From an optimization exercise on the open Yosys and OpenROAD flow, aimed at small area, a short achievable clock period and few clock cycles per item; shortcuts taken in it are not production practice. At most, simulation tests tie the RTL to the original design; equivalence was not proved.

run A:
Design angle_to_cursor_calibrated_mapper_top, start of the top module:
module angle_to_cursor_calibrated_mapper_top (
   input  logic        clock,
   input  logic        reset,
   input  logic        req_tvalid,
   output logic        req_tready,
   input  logic [23:0] req_tdata,    
   input  logic [2:0]  req_tuser,    
   output logic        rsp_tvalid,
   input  logic        rsp_tready,
   output logic [39:0] rsp_tdata,    
   output logic [0:0]  rsp_tuser,    
   input  logic        csr_we,
   input  logic [1:0]  csr_index,
   input  logic [13:0] csr_wdata
);
Size in the first run: about 7600 cells after synthesis, ~91 I/O pins, ~83000 um^2 of cells after synthesis.
make LEC_CHECK=0 CAP_MARGIN=20 CORE_MARGIN=2 CORE_UTILIZATION=40 CTS_BUF_LIST='sky130_fd_sc_hd__clkbuf_4 sky130_fd_sc_hd__clkbuf_8' SETUP_SLACK_MARGIN=4 SLEW_MARGIN=20 SYNTH_HIERARCHICAL=1 finish   # period 7.5 ns
run.sh (not shown) runs the stock make flow with config.mk's settings and CLKGATE_MAP_FILE= SYNTH_SCRIPT=/design/flow/synth_recipe.tcl, a recipe that flattens the netlist after the stock synthesis.
Testbench counts of run A, summed over its fixed seeds: cycles 2,512, items 2,400.
--- input diff run A..run B ---
Settings: SETUP_SLACK_MARGIN changed from 4 to 4.5; CTS_BUF_LIST removed (was sky130_fd_sc_hd__clkbuf_4 sky130_fd_sc_hd__clkbuf_8).
==> run notes <==
Diff run A -> run B | final instance count without filler cells | up by a few percent
Going from run A to run B, global-route usage rose 1.4 points; final critical path time including I/O delays and setup increased 0.048 ns; count of plain and timing-repair buffers moved up.
Detailed route, run B vs run A: via total higher for run B
Critical path capture point: u_queue.head_ff[11] -> run A, u_queue.head_ff[17] -> run B
Run B: post-cts gate resize count higher than run A
The inputs of run C differ from those of run B as listed below.
Settings: a change of SETUP_SLACK_MARGIN from 4.5 to 4.3; an added CTS_BUF_LIST of sky130_fd_sc_hd__clkbuf_8; an added ABC_AREA of 1.
Notes after the runs:
- Final antenna diode count: run C > run B
- [compare] base=run B new=run C: number of clock buffer instances in the layout up 52, length in cells of the worst reg-to-reg path shows a reduction of 8.
The following lists how run D was set up differently from run C:
Settings: swapping 20 for 0 in SLEW_MARGIN; clearing CTS_BUF_LIST, which used to be sky130_fd_sc_hd__clkbuf_8; clearing ABC_AREA, which used to be 1; swapping 20 for 0 in CAP_MARGIN; swapping 4.3 for 4 in SETUP_SLACK_MARGIN.
--- outcome ---
- Run D vs. run C: met1 global-route usage fell by 1.3 points, placed standard-cell area lower.
- Looking at wire length of the first global-routing pass, run D sits about 13% below run C.
- Relative to run C, number of cells on the critical path has increased by 7 in run D.
- Taking run C as the reference point, the initial core utilization of run D rises by 0.18 points.
- On pin slew with the least headroom to its limit, the lower figure sits with run C, not run D.
- Diff run C -> run D | synthesized cell count | decrease of 3294
- In run D, the via count of the first global-routing pass came out 10524 below the value in run C.
#### Input delta (run E over run D)
Settings: SLEW_MARGIN changed from 0 to 20; SETUP_SLACK_MARGIN changed from 4 to 4.4; ABC_AREA newly set to 1; CAP_MARGIN changed from 0 to 20.
### Flow results
On run E: post-layout minimum cycle time is 0.46 ns lower than what run D gave.
In the final design statistics, run E uses more standard cells in total than run D.
[compare] base=run D new=run E: met1 wire length went up by 13 mm; routability-driven placement congestion ratio went up by 1.4%.
Diff run D -> run E: detailed-route wire length climbed 14%.


Another version of the RTL of angle_to_cursor_calibrated_mapper_top (not shown whole).
Size: about 5100 cells after synthesis, about 910 flip-flops, roughly 91 I/O pins, ~57000 sq um of cells after synthesis.
==> flow/config.mk <==
export PLATFORM = sky130hd
export DESIGN_NAME = angle_to_cursor_calibrated_mapper_top
export DESIGN_NICKNAME = angle_to_cursor_calibrated_mapper_top
export VERILOG_FILES = /design/flow/design.v
export SDC_FILE = /design/flow/constraint.sdc
export NUM_CORES = 4
export LEC_CHECK = 0
export ABC_CLOCK_PERIOD_IN_PS = 2500
export CAP_MARGIN = 20
export CORE_MARGIN = 2
export CORE_UTILIZATION = 40
export SETUP_SLACK_MARGIN = 4
export SLEW_MARGIN = 20
==> flow/constraint.sdc <==
create_clock -name core_clock -period 7.5 [get_ports {clock}]
set_input_delay 1.5000 -clock core_clock [delete_from_list [all_inputs] [get_ports {clock}]]
set_output_delay 1.5000 -clock core_clock [all_outputs]
set_load 0.01 [all_outputs]
The first run produced a clean layout.
Testbench counts at the start, summed over its fixed seeds: cycles 2,504, items 2,400.
Then changed:
SETUP_SLACK_MARGIN = 5   (was 4)
The changed run ran to the end with no violations.
First-iteration DRC count grows by 4.0%.
Clock-buffer cell count does not change.
Critical path depth stays the same.
Worst setup slack is about the same.
Register-to-register slack hardly moves.
Via count grows by 2.2%.
Core utilization grows by 1.4 points.
Area after synthesis is unchanged.
Routed wire length grows by about 3%.


Another version of the RTL of angle_to_cursor_calibrated_mapper_top (not shown whole).
Size: ~9,600 cells after synthesis, roughly 91 I/O pins, ~79,000 sq um of cells after synthesis.
make LEC_CHECK=0 ABC_AREA=1 CAP_MARGIN=20 CORE_MARGIN=2 CORE_UTILIZATION=40 SETUP_SLACK_MARGIN=4.0 SLEW_MARGIN=20 SYNTH_HIERARCHICAL=1 finish   # period 7.5 ns
Then changed:
--- a/flow/config.mk
+++ b/flow/config.mk
@@ -11,3 +11,3 @@
 export CORE_UTILIZATION = 40
-export SETUP_SLACK_MARGIN = 4.0
+export SETUP_SLACK_MARGIN = 4.3
 export SLEW_MARGIN = 20
After rerunning:
- The changed run ran to the end with no violations
- fmax grows by 4.3%
- design area grows by 8.0%
- routed wire length grows by 5.9%
Function was not checked in any run of this note: the RTL went through the layout flow alone.


RTL: one of the versions met above, not the one the previous note started from.
For scale: roughly 7,600 cells after synthesis, about 91 I/O pins, roughly 83,000 sq um of cells after synthesis.
// angle_to_cursor_calibrated_mapper_top
module angle_to_cursor_calibrated_mapper_top (
   input  logic        clock,
   input  logic        reset,
   input  logic        req_tvalid,
   output logic        req_tready,
   input  logic [23:0] req_tdata,    
   input  logic [2:0]  req_tuser,    
   output logic        rsp_tvalid,
   input  logic        rsp_tready,
   output logic [39:0] rsp_tdata,    
   output logic [0:0]  rsp_tuser,    
   input  logic        csr_we,
   input  logic [1:0]  csr_index,
   input  logic [13:0] csr_wdata
);
export LEC_CHECK = 0
export CAP_MARGIN = 20
export CORE_MARGIN = 2
export CORE_UTILIZATION = 40
export SETUP_SLACK_MARGIN = 4.2
export SLEW_MARGIN = 20
export SYNTH_HIERARCHICAL = 1
create_clock -name core_clock -period 7.5 [get_ports {clock}]
The starting point passed the timing, DRC and antenna checks.
Testbench counts at the start, summed over its fixed seeds: cycles 2,512, items 2,400.
Next try:
--- a/flow/config.mk
+++ b/flow/config.mk
@@ -10,3 +10,3 @@
 export CORE_UTILIZATION = 40
-export SETUP_SLACK_MARGIN = 4.2
+export SETUP_SLACK_MARGIN = 4
 export SLEW_MARGIN = 20
Core utilization fell by 1.8 points; worst setup slack improved by 0.037 ns; non-clock buffer count fell by 265; design area fell by a few percent; clock skew fell by 0.017 ns; wire length fell by a few percent; maximum frequency rose slightly.
Next try:
--- a/flow/config.mk
+++ b/flow/config.mk
@@ -10,2 +10,3 @@
 export CORE_UTILIZATION = 40
+export CTS_BUF_LIST = sky130_fd_sc_hd__clkbuf_8
 export SETUP_SLACK_MARGIN = 4
=>
- wire length went up by 0.43%
- flip-flop and latch count is unchanged
- utilization fell by 0.25 points
- cell area drops by 0.56%
- via count increases by 0.86%
Next try:
--- a/flow/config.mk
+++ b/flow/config.mk
@@ -10,4 +10,3 @@
 export CORE_UTILIZATION = 40
-export CTS_BUF_LIST = sky130_fd_sc_hd__clkbuf_8
-export SETUP_SLACK_MARGIN = 4
+export SETUP_SLACK_MARGIN = 3.5
 export SLEW_MARGIN = 20
Result:
- wire length came out lower by 3.2%
- worst hold slack gets worse by 0.025 ns
- design area goes down by about 2.4%
- synthesized cell count stays the same
- utilization came out lower by 1.0 points
- worst setup slack loses 0.32 ns
- clock-buffer cell count fell by 46
- synthesized area is unchanged


Setup of lane 1:
angle_to_cursor_calibrated_mapper_top, a different RTL version from the one above (not shown whole).
Size in the first run: roughly 10000 cells after synthesis, ~91 I/O pins.
Settings: LEC_CHECK=0, ABC_AREA=1, CAP_MARGIN=20, CORE_MARGIN=2, CORE_UTILIZATION=40, CTS_BUF_LIST=sky130_fd_sc_hd__clkbuf_8, SETUP_SLACK_MARGIN=4.3, SLEW_MARGIN=20, SYNTH_HIERARCHICAL=1; clock period 7.5 ns.
Testbench counts of lane 1, summed over its fixed seeds: cycles 2,512, items 2,400.
[inputs] lane 2 vs lane 1
- a deleted CTS_BUF_LIST that had been sky130_fd_sc_hd__clkbuf_8
==> comparison <==
- As far as synthesized cell count goes, lane 2 and lane 1 are indistinguishable; the numbers are identical.
- Lane 2 vs lane 1, setup fix buffers added after clock tree synthesis went up by 15%.
- Diff lane 1 -> lane 2: instance count on the critical path higher.
- Lane 2 packs its core more tightly than lane 1.
- Of the two values seen for highest-delay cell along the critical path, sky130_fd_sc_hd__edfxtp_1 was produced by lane 1 and sky130_fd_sc_hd__dfxtp_1 by lane 2.
- The pin slew with the least headroom to its limit in lane 2 was lower than what lane 1 gave.


Another version of the RTL of angle_to_cursor_calibrated_mapper_top (not shown whole).
Size in the first run: ~91 I/O pins.
==> flow/design.v (excerpt) <==
module angle_to_cursor_calibrated_mapper_top (
   input  logic        clock,
   input  logic        reset,
   input  logic        req_tvalid,
   output logic        req_tready,
   input  logic [23:0] req_tdata,    
   input  logic [2:0]  req_tuser,    
   output logic        rsp_tvalid,
   input  logic        rsp_tready,
   output logic [39:0] rsp_tdata,    
   output logic [0:0]  rsp_tuser,    
   input  logic        csr_we,
   input  logic [1:0]  csr_index,
   input  logic [13:0] csr_wdata
);
   logic [13:0] span_x_ff, span_y_ff;
   logic [11:0] margin_x_ff, margin_y_ff;
   always_ff @(posedge clock) begin
      if (reset) begin
         span_x_ff   <= 14'(acm_pkg::SPAN_X_RESET);
         span_y_ff   <= 14'(acm_pkg::SPAN_Y_RESET);
         margin_x_ff <= 12'(acm_pkg::MARGIN_RESET);
         margin_y_ff <= 12'(acm_pkg::MARGIN_RESET);
      end else if (csr_we) begin
         case (csr_index)
            2'd0: span_x_ff   <= csr_wdata;
            2'd1: span_y_ff   <= csr_wdata;
            2'd2: margin_x_ff <= csr_wdata[11:0];
            default: margin_y_ff <= csr_wdata[11:0];
         endcase
      end
   end
   logic        adv;
   logic        f_v, f_pv, f_sx, f_sy;
   logic [1:0]  f_la, f_ra;
   logic [8:0]  f_dx, f_dy, f_ex, f_ey;
   logic        b_v;
   logic [36:0] b_rsp, q_rsp;
   acm_front u_front (
      .clock     (clock),
      .reset     (reset),
      .adv       (adv),
      .req_valid (req_tvalid),
      .req_data  (req_tdata),
      .req_kind  (req_tuser),
      .o_v       (f_v),
      .o_pv      (f_pv),
      .o_sx      (f_sx),
      .o_sy      (f_sy),
      .o_la      (f_la),
      .o_ra      (f_ra),
      .o_dx      (f_dx),
      .o_dy      (f_dy),
      .o_ex      (f_ex),
      .o_ey      (f_ey)
   );
   acm_back u_back (
      .clock    (clock),
      .reset    (reset),
      .adv      (adv),
      .i_v      (f_v),
      .i_pv     (f_pv),
      .i_sx     (f_sx),
      .i_sy     (f_sy),
      .i_la     (f_la),
      .i_ra     (f_ra),
      .i_dx     (f_dx),
      .i_dy     (f_dy),
      .i_ex     (f_ex),
      .i_ey     (f_ey),
      .span_x   (span_x_ff),
      .span_y   (span_y_ff),
      .margin_x (margin_x_ff),
      .margin_y (margin_y_ff),
      .o_v      (b_v),
      .o_rsp    (b_rsp)
   );
   acm_queue u_queue (
  ...
export LEC_CHECK = 0
export ABC_AREA = 1
export CAP_MARGIN = 20
export CORE_MARGIN = 2
export CORE_UTILIZATION = 40
export CTS_BUF_LIST = sky130_fd_sc_hd__clkbuf_8
export SETUP_SLACK_MARGIN = 4.0
export SLEW_MARGIN = 20
export SYNTH_HIERARCHICAL = 1
create_clock -name core_clock -period 7.5 [get_ports {clock}]
Rerun with:
- SETUP_SLACK_MARGIN: 4.0 -> 4.2
Outcome:
- The new run went through all stages and came out clean
- die area does not change
- register-to-register slack improved by 150 ps
- global-route usage came out higher by 0.51 points
- cell count came out higher by 1.9%
Rerun with:
- SETUP_SLACK_MARGIN: 4.2 -> 3.8
After rerunning: The changed run passed the timing, DRC and antenna checks. Worst hold slack is better by 4.9 ps. Global-route usage came out lower by 0.60 points. Routed wire length decreases by a few percent. Final area came out lower by a little under a tenth. Worst setup slack got worse by 280 ps.
No run of this note included a check of the RTL's function; only the layout flow was run.

## what the ideal ports hide
No port has a modelled driver above. Below, the same layouts with a new extraction and two added sets of constraints. Step 1, drivers: a clkbuf_16 drives clock and a buf_2 each remaining input, both assumed. Step 2, shift: input delay + t, output delay - t, t = (earliest + latest rising clock arrival at the registers) / 2. This alone moves slack from input paths to output paths. Three values: no drivers, after step 1, after step 2; two values: the first two.
run | t (ns) | setup slack, ns | worst hold slack (ns)
run A | 0.967 | 3.946 / 3.946 / 3.179 | 0.397 / 0.397 / 0.397
run B | 0.818 | 3.899 / 3.899 / 3.721 | 0.394 / 0.394 / 0.394
run C | 0.970 | 4.414 / 4.360 / 3.580 | 0.388 / 0.388 / 0.388
run D | 0.813 | 3.962 / 3.962 / 3.334 | 0.399 / 0.399 / 0.399
run E | 0.825 | 4.426 / 4.426 / 3.661 | 0.367 / 0.367 / 0.367
the first run of note 2 | 0.758 | 2.420 / 2.420 / 2.420 | 0.387 / 0.387 / 0.387
the second run of note 2 | 0.758 | 2.422 / 2.422 / 2.422 | 0.384 / 0.384 / 0.384
the first run of note 3 | 0.835 | 4.118 / 4.118 / 3.488 | 0.379 / 0.379 / 0.379
the second run of note 3 | 0.840 | 4.256 / 4.256 / 3.682 | 0.382 / 0.382 / 0.382
the first run of note 4 | 0.807 | 3.948 / 3.948 / 3.617 | 0.385 / 0.385 / 0.385
the second run of note 4 | 0.810 | 3.985 / 3.985 / 3.332 | 0.399 / 0.399 / 0.399
the third run of note 4 | 0.970 | 3.943 / 3.943 / 3.173 | 0.398 / 0.398 / 0.398
the fourth run of note 4 | 0.805 | 3.626 / 3.626 / 2.875 | 0.373 / 0.373 / 0.373
lane 1 | 0.965 | 4.366 / 4.292 / 3.726 | 0.392 / 0.392 / 0.392
lane 2 | 0.826 | 4.362 / 4.308 / 3.712 | 0.387 / 0.387 / 0.387
the first run of note 6 | 0.982 | 4.125 / 4.079 / 3.698 | 0.407 / 0.407 / 0.407
the second run of note 6 | 0.976 | 4.271 / 4.271 / 3.622 | 0.401 / 0.401 / 0.401
the third run of note 6 | 0.979 | 3.992 / 3.905 / 3.667 | 0.406 / 0.406 / 0.406
After both steps setup and hold are still met in every run listed. The setup slack of run C, which loses most, moves by -0.054 ns with the drivers and by -0.834 ns with both steps.
